From an optimization exercise on the open Yosys and OpenROAD flow, aimed at small area; shortcuts taken in it are not production practice. In this exercise RTL edits were held to simulation tests only and were not proved equivalent to the original. The flow treats the clock pin as an ideal source, which a real chip does not have. Power is estimated from default activity; no workload was simulated.

==> flow/design.v (excerpt) <==
module sd_block_writer #(
  parameter logic [31:0] START_ADR = 32'h0010_0000,
  parameter logic [31:0] STOP_ADR  = 32'h0010_4000,
  parameter logic [7:0]  PAD_BYTE  = 8'h80
) (
  input  logic        clk,
  input  logic        reset,
  input  logic        start,
  input  logic        flush,
  input  logic [7:0]  in_data,
  input  logic        in_valid,
  output logic        in_ready,
  input  logic        sd_ready,
  input  logic        sd_ready_for_next_byte,
  output logic        sd_wr,
  output logic [7:0]  sd_din,
  output logic [31:0] sd_adr,
  output logic        busy,
  output logic        done,
  output logic [15:0] blocks_written,
  output logic        overflow
);
Size in the first run: ~4400 cells after synthesis, ~76 I/O pins, ~130000 µm² of cells after synthesis.
==> flow/config.mk <==
export PLATFORM = sky130hd
export DESIGN_NAME = sd_block_writer
export DESIGN_NICKNAME = sd_block_writer
export VERILOG_FILES = /design/flow/design.v
export SDC_FILE = /design/flow/constraint.sdc
export NUM_CORES = 4
export LEC_CHECK = 0
export CAP_MARGIN = 0
export CORE_MARGIN = 2
export CORE_UTILIZATION = 70
export SLEW_MARGIN = 0
export SYNTH_MEMORY_MAX_BITS = 8192
==> flow/constraint.sdc <==
create_clock -name core_clock -period 10.0 [get_ports {clk}]
set_input_delay 2.0000 -clock core_clock [delete_from_list [all_inputs] [get_ports {clk}]]
set_output_delay 2.0000 -clock core_clock [all_outputs]
set_load 0.01 [all_outputs]
standard.sh (not shown) runs the stock make flow with config.mk's settings and CLKGATE_MAP_FILE= SYNTH_SCRIPT=/design/flow/synth_recipe.tcl, a recipe that flattens the netlist after the stock synthesis.
==> flow/flow/run.sh <==
#!/bin/bash
# Standard layout, except the clock tree: flow/cts_tree.tcl builds it before ORFS's CTS step
# (by recursive bisection of the registers into compact groups, one buffer per group), and
# the port buffers are the smallest buffer, and TritonCTS, limited to the clock port's net, then finds nothing left to do.
set -euo pipefail
CT_LEAF_N=19 CT_SLEW=0.122 bash standard.sh "BUFFER_PORTS_ARGS=-buffer_cell sky130_fd_sc_hd__buf_1" "PRE_CTS_TCL=$PWD/flow/cts_tree.tcl" \
  "CTS_ARGS=-clk_nets clk -sink_clustering_enable -dont_use_dummy_load -buf_list sky130_fd_sc_hd__clkbuf_16" \
  finish > standard_flow.log 2>&1
==> flow/flow/cts_tree.tcl <==
# Clock tree built by recursive bisection: the clock sinks are split into compact groups of at most
# N sinks, each driven by one buffer at the group's centre; the buffers are grouped the same way,
# level by level, until one root buffer remains, which the clock port drives.
proc ct_bisect {items maxn} {
  set n [llength $items]
  if {$n <= $maxn} { return [list $items] }
  set xs [lsort -integer [lmap s $items {lindex $s 1}]]
  set ys [lsort -integer [lmap s $items {lindex $s 2}]]
  set k [expr {([lindex $xs end] - [lindex $xs 0]) >= ([lindex $ys end] - [lindex $ys 0]) ? 1 : 2}]
  set sorted [lsort -integer -index $k $items]
  set ng [expr {($n + $maxn - 1) / $maxn}]
  set nl [expr {(($ng / 2) * $n + $ng / 2) / $ng}]
  return [concat [ct_bisect [lrange $sorted 0 [expr {$nl-1}]] $maxn] [ct_bisect [lrange $sorted $nl end] $maxn]]
}
# items: {iterm x y}; drives each group from a new buffer; returns the buffers' inputs as items
proc ct_level {items bufname maxn lvl} {
  set block [ord::get_db_block]
  set master [[ord::get_db] findMaster $bufname]
  set out {}
  set i 0
  foreach g [ct_bisect $items $maxn] {
    set sx 0; set sy 0
    foreach s $g { incr sx [lindex $s 1]; incr sy [lindex $s 2] }
    set cx [expr {$sx / [llength $g]}]; set cy [expr {$sy / [llength $g]}]
    set inst [odb::dbInst_create $block $master "ctb_${lvl}_$i"]
    $inst setLocation [expr {$cx - [$master getWidth] / 2}] [expr {$cy - [$master getHeight] / 2}]
    $inst setPlacementStatus PLACED
    set net [odb::dbNet_create $block "ctn_${lvl}_$i"]
    $net setSigType CLOCK
    foreach s $g { set it [lindex $s 0]; $it disconnect; $it connect $net }
    [$inst findITerm X] connect $net
    lappend out [list [$inst findITerm A] $cx $cy]
    incr i
  }
  puts "clock tree level $lvl: [llength $items] loads, $i $bufname"
  return $out
}
proc ct_build {clkname leafbuf leafn treebuf treen} {
  set block [ord::get_db_block]
  set clk [$block findNet $clkname]
  set items {}
  foreach it [$clk getITerms] {
    set b [[$it getInst] getBBox]
    lappend items [list $it [expr {([$b xMin] + [$b xMax]) / 2}] [expr {([$b yMin] + [$b yMax]) / 2}]]
  }
  set items [ct_level $items $leafbuf $leafn 0]
  set lvl 1
  while {[llength $items] > 1} {
    set items [ct_level $items $treebuf $treen $lvl]
    incr lvl
  }
  set it [lindex $items 0 0]
  $it connect $clk
}
# Resize each leaf buffer of the tree to the smallest of sizes whose sinks' clock slew stays at or
# below target (ns), measured on the placement's estimated parasitics.
proc ct_leaf_slew {inst} {
  set m 0
  foreach it [[[$inst findITerm X] getNet] getITerms] {
    if {[$it getInst] eq $inst} continue
    set p [get_pins [[$it getInst] getName]/[[$it getMTerm] getName]]
    set s [get_property $p slew_max]
    if {$s > $m} { set m $s }
  }
  return $m
}
proc ct_fix_leaves {sizes target} {
  estimate_parasitics -placement
  set block [ord::get_db_block]
  set hist [dict create]
  foreach inst [$block getInsts] {
    if {![string match ctb_0_* [$inst getName]]} continue
    set chosen [lindex $sizes end]
    foreach sz $sizes {
      replace_cell [$inst getName] $sz
      if {[ct_leaf_slew $inst] <= $target} { set chosen $sz; break }
    }
    replace_cell [$inst getName] $chosen
    dict incr hist $chosen
  }
  puts "leaf sizes: $hist"
}

# Run as ORFS's PRE_CTS_TCL hook, on the placed design: build the tree, legalize, size the leaves.
# clock_tree_synthesis then finds the clock port driving a single buffer and leaves the tree alone.
set ct_leaf_n   [expr {[info exists ::env(CT_LEAF_N)] ? $::env(CT_LEAF_N) : 21}]
set ct_tree_n   [expr {[info exists ::env(CT_TREE_N)] ? $::env(CT_TREE_N) : 16}]
set ct_target   [expr {[info exists ::env(CT_SLEW)] ? $::env(CT_SLEW) : 0.115}]
ct_build clk sky130_fd_sc_hd__clkbuf_8 $ct_leaf_n sky130_fd_sc_hd__clkbuf_16 $ct_tree_n
set_propagated_clock [all_clocks]
detailed_placement
ct_fix_leaves {sky130_fd_sc_hd__clkbuf_8 sky130_fd_sc_hd__clkbuf_16} $ct_target
Then changed:
==> flow/flow/run.sh (replaced) <==
#!/bin/bash
# Standard layout, except:
# - the clock tree: flow/cts_tree.tcl builds it before ORFS's CTS step (recursive bisection of the
#   registers into compact groups, one buffer per group, level by level), and TritonCTS, limited
#   to the clock port's net, then finds only the root buffer on it and leaves the tree alone;
# - the port buffers are the smallest buffer, buf_1.
set -euo pipefail
CT_LEAF_N=21 CT_SLEW=0.122 bash standard.sh \
  "BUFFER_PORTS_ARGS=-buffer_cell sky130_fd_sc_hd__buf_1" \
  "PRE_CTS_TCL=$PWD/flow/cts_tree.tcl" \
  "CTS_ARGS=-clk_nets clk -sink_clustering_enable -dont_use_dummy_load -buf_list sky130_fd_sc_hd__clkbuf_16" \
  finish > standard_flow.log 2>&1
- global-route usage barely changes
- utilization goes down by 0.17 points
- flip-flop and latch count is unchanged
Then changed:
==> flow/flow/run.sh (replaced) <==
#!/bin/bash
# Standard layout, except the clock tree: flow/cts_tree.tcl builds it before ORFS's CTS step
# (by recursive bisection of the registers into compact groups, one buffer per group), and
# the port buffers are the smallest buffer, and TritonCTS, limited to the clock port's net, then finds nothing left to do.
set -euo pipefail
CT_LEAF_N=21 CT_SLEW=0.122 bash standard.sh "BUFFER_PORTS_ARGS=-buffer_cell sky130_fd_sc_hd__buf_1" "PRE_CTS_TCL=$PWD/flow/cts_tree.tcl" \
  "CTS_ARGS=-clk_nets clk -sink_clustering_enable -dont_use_dummy_load -buf_list sky130_fd_sc_hd__clkbuf_16" \
  finish > standard_flow.log 2>&1
Result: The new run completed with no timing, DRC or antenna violations. Worst setup slack does not change. Routed wire length does not change. Global-route usage stays the same. Cell area stays the same. Power stays the same.
Then changed:
==> flow/flow/run.sh (replaced) <==
#!/bin/bash
# Standard layout, except the clock tree: flow/cts_tree.tcl builds it before ORFS's CTS step
# (by recursive bisection of the registers into compact groups, one buffer per group), and
# TritonCTS, limited to the clock port's net, then finds nothing left to do.
set -euo pipefail
bash standard.sh "PRE_CTS_TCL=$PWD/flow/cts_tree.tcl" \
  "CTS_ARGS=-clk_nets clk -sink_clustering_enable -dont_use_dummy_load -buf_list sky130_fd_sc_hd__clkbuf_16" \
  finish > standard_flow.log 2>&1
Outcome: The new run ran to the end with no violations. Setup slack degrades by 0.032 ns. Power is higher slightly. Die area stays the same. Sequential power barely changes.

## static timing again, ports no longer ideal
The results above use ideal ports. As a check the final layouts listed here were re-extracted and re-timed, cells and wires unchanged. Step 1 sets driving cells, clkbuf_16 on the clock port and buf_2 on the other inputs (assumed; they add their load-dependent delay and slew). Step 2, shift: input delay + t, output delay - t, t = (earliest + latest rising clock arrival at the registers) / 2. This alone moves slack from input paths to output paths. Slacks: ideal ports / drivers / drivers and shift; pairs: ideal ports / drivers.
run	t (ns)	setup WS [ns]	hold WS [ns]	worst setup path after step 2	worst register clock-pin slew, ns
the first run	0.920	4.857 / 4.857 / 4.248	0.415 / 0.415 / 0.415	input to register	0.11 / 0.11
the second run	0.905	4.813 / 4.813 / 4.222	0.411 / 0.411 / 0.411	input to register	0.12 / 0.12
the third run	0.905	4.813 / 4.813 / 4.222	0.411 / 0.411 / 0.411	input to register	0.12 / 0.12
the fourth run	0.885	4.781 / 4.635 / 3.749	0.388 / 0.388 / 0.388	input to register	0.11 / 0.11
After both steps setup and hold are still met in every run listed. For the fourth run, which loses most, drivers alone change the setup slack by -0.146 ns; drivers and shift together by -1.032 ns.
